This is an optimization exercise on Yosys and OpenROAD, whose aim is small area, a short achievable clock period and few clock cycles per item, not a production implementation.
In this exercise RTL edits were held to simulation tests only and were not proved equivalent to the original.
No activity file was given, so power comes from the tool's default toggle rates.

run 1:
Design mul_pipe, start of the top module:
module mul_pipe #(
  parameter int WIDTH  = 32,
  parameter int STAGES = 3,
  parameter int TAG_W  = 5
) (
  input  logic             clk,
  input  logic             resetn,
  input  logic             in_valid,
  output logic             in_ready,
  input  logic [WIDTH-1:0] a,
  input  logic [WIDTH-1:0] b,
  input  logic [1:0]       mul_type,
  input  logic [TAG_W-1:0] in_tag,
  input  logic             flush,
  output logic             out_valid,
  input  logic             out_ready,
  output logic [WIDTH-1:0] out_res,
  output logic [TAG_W-1:0] out_tag,
  output logic             busy
);
  logic valid;
  logic en;
  logic sx;
  logic sy;
  logic lo_q;
  logic [TAG_W-1:0] tag_q;
  logic [63:0] sum;
  logic [63:0] q0;
  logic [63:0] q1;
  logic one1;
  logic two2;
  logic neg3;
  logic u4;
  logic u5;
  logic u6;
  logic u7;
  logic u8;
  logic u9;
  logic u10;
  logic u11;
  logic u12;
  logic u13;
  logic u14;
  logic u15;
  logic u16;
  logic u17;
  logic u18;
  logic u19;
  logic u20;
  logic u21;
  logic u22;
  logic u23;
  logic u24;
  logic u25;
  logic u26;
  logic u27;
  logic u28;
  logic u29;
  logic u30;
  logic u31;
  logic u32;
  logic u33;
  logic u34;
  logic u35;
  logic u36;
  logic pp37;
  logic pp38;
  logic pp39;
  logic pp40;
  logic pp41;
  logic pp42;
  logic pp43;
  logic pp44;
  logic pp45;
  logic pp46;
  logic pp47;
  logic pp48;
  logic pp49;
  logic pp50;
  logic pp51;
  logic pp52;
  logic pp53;
  logic pp54;
  logic pp55;
  logic pp56;
  logic pp57;
  logic pp58;
  logic pp59;
  logic pp60;
  logic pp61;
  logic pp62;
  logic pp63;
  logic pp64;
  logic pp65;
  logic pp66;
  logic pp67;
  logic pp68;
  logic pp69;
  logic pp70;
  logic one71;
  logic two72;
  logic neg73;
  logic u74;
  logic u75;
  logic u76;
  logic u77;
  ...
Size: ~2300 cells after synthesis, ~120 I/O pins.
export LEC_CHECK = 0
export CAP_MARGIN = 20
export CORE_MARGIN = 2
export CORE_UTILIZATION = 55
export SLEW_MARGIN = 20
export SYNTH_HIERARCHICAL = 1
create_clock -name core_clock -period 12.0 [get_ports {clk}]
standard.sh (not shown) runs the stock make flow with config.mk's settings and CLKGATE_MAP_FILE= SYNTH_SCRIPT=/design/flow/synth_recipe.tcl, a recipe that flattens the netlist after the stock synthesis.
==> flow/flow/run.sh <==
#!/bin/bash
# Standard layout, with timing repair aiming 5.5 ns below the clock period
# (the constraints themselves are unchanged), and every port buffered with
# buf_1 instead of the default port buffer.
set -euo pipefail
export SETUP_SLACK_MARGIN=5.5
export BUFFER_PORTS_ARGS="-buffer_cell sky130_fd_sc_hd__buf_1"
bash standard.sh finish > standard.log 2>&1
The flow did not stop early for run 1: all stages ran, and the layout cleared the timing, design-rule and antenna checks.
Testbench counts of run 1, summed over its fixed seeds: cycles 4,808, items 4,800.
The following lists how run 2 was set up differently from run 1:
--- a/flow/flow/run.sh
+++ b/flow/flow/run.sh
@@ -4 +4 @@
-# buf_1 instead of the default port buffer.
+# buf_2 instead of the default port buffer.
@@ -7 +7 @@
-export BUFFER_PORTS_ARGS="-buffer_cell sky130_fd_sc_hd__buf_1"
+export BUFFER_PORTS_ARGS="-buffer_cell sky130_fd_sc_hd__buf_2"
--- a/flow/config.mk
+++ b/flow/config.mk
@@ -10 +10 @@
-export CORE_UTILIZATION = 55
+export CORE_UTILIZATION = 40
--- outcome ---
Run 2 improves on run 1 in minimum setup slack among reg-to-reg paths.
Power: run 2 > run 1
On shortest clock period the worst path allows after layout, run 2 does better than run 1.
### run 2 -> run 3
--- a/flow/config.mk
+++ b/flow/config.mk
@@ -10 +10 @@
-export CORE_UTILIZATION = 40
+export CORE_UTILIZATION = 55
==> comparison <==
- Comparing run 3 and run 2, the higher non-clock buffer count is on run 2.
- Die height in run 3 vs run 2: down 14%
- Area of the core (run 3 over run 2): decrease, about 27%
- Going from run 2 to run 3, detailed route wirelength on metal3 grows by about 24%.
- Run 3 vs run 2, initial cell density of the core went up by 15 points.
- Est. power | run 3 vs run 2 | run 3 lower
- Status: ratio of cells with drive above 1 in the final layout parity (run 2, run 3)
- Where largest voltage drop on the vdd net is concerned, run 2 is better than run 3.
- Clock share of power was higher in the run labelled run 2.
- Between run 2 and run 3, the cell count went down.

* * *

JK:
Another version of the RTL of mul_pipe (not shown whole).
Size: ~2,300 cells after synthesis, roughly 130 flip-flops, ~120 I/O pins, roughly 28,000 µm² of cells after synthesis.
## mul_pipe
module mul_pipe #(
  parameter int WIDTH  = 32,
  parameter int STAGES = 3,
  parameter int TAG_W  = 5
) (
  input  logic             clk,
  input  logic             resetn,
  input  logic             in_valid,
  output logic             in_ready,
  input  logic [WIDTH-1:0] a,
  input  logic [WIDTH-1:0] b,
  input  logic [1:0]       mul_type,
  input  logic [TAG_W-1:0] in_tag,
  input  logic             flush,
  output logic             out_valid,
  input  logic             out_ready,
  output logic [WIDTH-1:0] out_res,
  output logic [TAG_W-1:0] out_tag,
  output logic             busy
);
Settings: LEC_CHECK=0, CAP_MARGIN=20, CORE_MARGIN=2, CORE_UTILIZATION=40, CTS_BUF_LIST=sky130_fd_sc_hd__clkbuf_4 sky130_fd_sc_hd__clkbuf_8, SLEW_MARGIN=20, SYNTH_HIERARCHICAL=1; clock period 12.0 ns.
==> flow/flow/run.sh <==
#!/bin/bash
# Standard layout, with timing repair aiming 5.5 ns below the clock period
# (the constraints themselves are unchanged), and every port buffered with
# buf_2 instead of the default port buffer.
set -euo pipefail
export SETUP_SLACK_MARGIN=5.5
export BUFFER_PORTS_ARGS="-buffer_cell sky130_fd_sc_hd__buf_2"
bash standard.sh finish > standard.log 2>&1
Testbench counts of JK, summed over its fixed seeds: cycles 4,808, items 4,800.
--- input diff JK..MS ---
- CTS_BUF_LIST removed (was sky130_fd_sc_hd__clkbuf_4 sky130_fd_sc_hd__clkbuf_8)
- SETUP_SLACK_MARGIN newly set to 5
==> flow/run.sh (new file) <==
#!/bin/bash
# synth_recipe.tcl (not shown) runs the flow's synth.tcl, then flattens the netlist and writes it again
# the make line also repeats each setting of config.mk as NAME=value (left out here)
make -C /OpenROAD-flow-scripts/flow DESIGN_CONFIG=/design/flow/config.mk WORK_HOME=/design/flow/orfs CLKGATE_MAP_FILE= SYNTH_SCRIPT=/design/flow/synth_recipe.tcl finish
removed: flow/flow/run.sh
removed: flow/standard.sh
Findings:
The cell area reported for MS is greater than that of JK by 1200 µm².
Share of the cycle needed by the critical path after routing came out higher on MS than on JK.
In the tables for MS and JK, detailed-route wire length reads higher with MS.
Going from JK to MS, the post-route worst setup slack was found to have gone down by 0.43 ns.
On fraction of power spent switching nets: between MS and JK, it ends up lower for MS.
MS ends up with lower share of total power in sequential cells than JK does.
MS ends up with lower number of antenna violations at the first check in global routing than JK does.
Top layer reached by signal wires = met5: JK; top layer reached by signal wires = met4: MS
Data arrival time of the critical path: MS vs JK up 0.35 ns
Each of the runs, namely MS and JK, reached the end of the flow and came out clean.
MS and JK ended up with roughly the same die area.
What AL does differently from MS at the input level:
- SETUP_SLACK_MARGIN no longer set, was 5
==> flow/flow/run.sh (new file) <==
#!/bin/bash
# Standard layout, with timing repair aiming 5.5 ns below the clock period
# (the constraints themselves are unchanged), and every port buffered with
# buf_2 instead of the default port buffer.
set -euo pipefail
export SETUP_SLACK_MARGIN=5.5
export BUFFER_PORTS_ARGS="-buffer_cell sky130_fd_sc_hd__buf_2"
bash standard.sh finish > standard.log 2>&1
==> flow/standard.sh (new file) <==
#!/bin/bash
# synth_recipe.tcl (not shown) runs the flow's synth.tcl, then flattens the netlist and writes it again
# the make line also repeats each setting of config.mk as NAME=value (left out here)
make -C /OpenROAD-flow-scripts/flow DESIGN_CONFIG=/design/flow/config.mk WORK_HOME=/design/flow/orfs CLKGATE_MAP_FILE= SYNTH_SCRIPT=/design/flow/synth_recipe.tcl "${@:-finish}"
removed: flow/run.sh
Findings:
- Re number of buffer and inverter stages on the critical path: MS and AL aren't equal, and the higher value belongs to MS.
- Compared to MS, AL leaves more free space in the core.
- The peak clock frequency supported by timing in AL sits 7.4% above the value recorded for MS.

* * *

Another version of the RTL of mul_pipe (not shown whole).
Size in the first run: ~2500 cells after synthesis, roughly 130 flip-flops, ~120 I/O pins, about 29000 um2 of cells after synthesis.
clock: 12.0 ns
lec_check: 0
cap_margin: 20
core_margin: 2
core_utilization: 40
slew_margin: 20
synth_hierarchical: 1
run.sh (not shown) runs the stock make flow with config.mk's settings and CLKGATE_MAP_FILE= SYNTH_SCRIPT=/design/flow/synth_recipe.tcl, a recipe that flattens the netlist after the stock synthesis.
Stock flow here: none of the scripts above is used.
The starting point finished with timing, DRC and antenna clean.
Testbench counts at the start, summed over its fixed seeds: cycles 4,808, items 4,800.
Edit:
- ABC_CLOCK_PERIOD_IN_PS: unset -> 4000
- SETUP_SLACK_MARGIN: unset -> 5
Outcome: Global-route usage climbs by 0.12 points. Setup slack gets better by 0.49 ns. Power rose slightly. Clock power increases by a few percent.
Edit:
- SETUP_SLACK_MARGIN: 5 -> unset
Effect: Utilization goes down by 0.29 points; final cell count does not change; worst setup slack degrades by 0.49 ns.

* * *

Another version of the RTL of mul_pipe (not shown whole).
For scale: about 2600 cells after synthesis, roughly 130 flip-flops, about 120 I/O pins, about 29000 sq um of cells after synthesis.
==> flow/config.mk <==
export PLATFORM = sky130hd
export DESIGN_NAME = mul_pipe
export DESIGN_NICKNAME = mul_pipe
export VERILOG_FILES = /design/flow/design.v
export SDC_FILE = /design/flow/constraint.sdc
export NUM_CORES = 4
export LEC_CHECK = 0
export CAP_MARGIN = 20
export CORE_MARGIN = 2
export CORE_UTILIZATION = 40
export SLEW_MARGIN = 20
export SYNTH_HIERARCHICAL = 1
==> flow/constraint.sdc <==
create_clock -name core_clock -period 12.0 [get_ports {clk}]
set_input_delay 2.4000 -clock core_clock [delete_from_list [all_inputs] [get_ports {clk}]]
set_output_delay 2.4000 -clock core_clock [all_outputs]
set_load 0.01 [all_outputs]
standard.sh (not shown) runs the stock make flow with config.mk's settings and CLKGATE_MAP_FILE= SYNTH_SCRIPT=/design/flow/synth_recipe.tcl, a recipe that flattens the netlist after the stock synthesis.
==> flow/flow/run.sh <==
#!/bin/bash
# Standard layout, with timing repair aiming 6.0 ns below the clock period
# (the constraints themselves are unchanged).
set -euo pipefail
export SETUP_SLACK_MARGIN=6.0
bash standard.sh finish > standard.log 2>&1
Testbench counts at the start, summed over its fixed seeds: cycles 4,808, items 4,800.
Next try:
==> flow/flow/run.sh (replaced) <==
#!/bin/bash
# Standard layout, with timing repair aiming 5.5 ns below the clock period
# (the constraints themselves are unchanged).
set -euo pipefail
export SETUP_SLACK_MARGIN=5.5
bash standard.sh finish > standard.log 2>&1
Effect: The changed run finished clean; clock-buffer cell count rose by 1; global-route usage falls by 5.6 points; die area stays the same; core utilization is lower by 6.9 points; power drops by a few percent; worst hold slack gets better by 0.033 ns; clock power went down by a few percent; non-clock buffer count is lower by 174; worst setup slack degrades by 0.26 ns.

-- what the ideal ports hide --
The flow's constraints put no driver on any port. The routed layouts listed below were extracted and timed again, unchanged, in two steps.
Step 1, drivers: a clkbuf_16 drives clk and a buf_2 each remaining input, both assumed.
Step 2 adds t to the input delays and takes it off the output delays; t is the mean of the earliest and latest rising clock arrival at the registers after step 1. Input paths then give back, and output paths get back, about the clock's delay inside the block.
Three values: no drivers, after step 1, after step 2; two values: the first two.
run	shift t [ns]	setup WS [ns]	hold WS [ns]	slew at the worst register clock pin (ns)	worst slew at a driven data input, ns
run 1	0.496	5.501 / 5.534 / 5.038	1.337 / 1.337 / 1.337	0.07 / 0.07	0.03
run 2	0.497	5.513 / 5.541 / 5.044	1.301 / 1.301 / 1.301	0.07 / 0.07	0.07
run 3	0.557	5.581 / 5.544 / 5.071	1.331 / 1.331 / 1.331	0.08 / 0.08	0.03
JK	0.520	5.475 / 5.503 / 4.983	1.196 / 1.196 / 1.196	0.09 / 0.09	0.10
MS	0.498	5.048 / 5.068 / 4.570	0.991 / 0.991 / 0.991	0.07 / 0.07	0.05
AL	0.489	5.528 / 5.553 / 5.064	1.185 / 1.185 / 1.185	0.07 / 0.07	0.10
the first run of note 3	0.505	4.558 / 4.595 / 4.090	0.750 / 0.750 / 0.750	0.07 / 0.07	0.06
the second run of note 3	0.512	5.047 / 5.081 / 4.569	0.737 / 0.737 / 0.737	0.06 / 0.06	0.08
the third run of note 3	0.505	4.558 / 4.595 / 4.090	0.750 / 0.750 / 0.750	0.07 / 0.07	0.06
the first run of note 4	0.534	5.735 / 5.729 / 5.195	0.707 / 0.707 / 0.707	0.08 / 0.08	0.08
the second run of note 4	0.530	5.471 / 5.487 / 4.981	0.741 / 0.741 / 0.741	0.08 / 0.08	0.08
After both steps setup and hold are still met in every run listed. The setup slack of the first run of note 4, which loses most, moves by -0.006 ns with the drivers and by -0.540 ns with both steps.
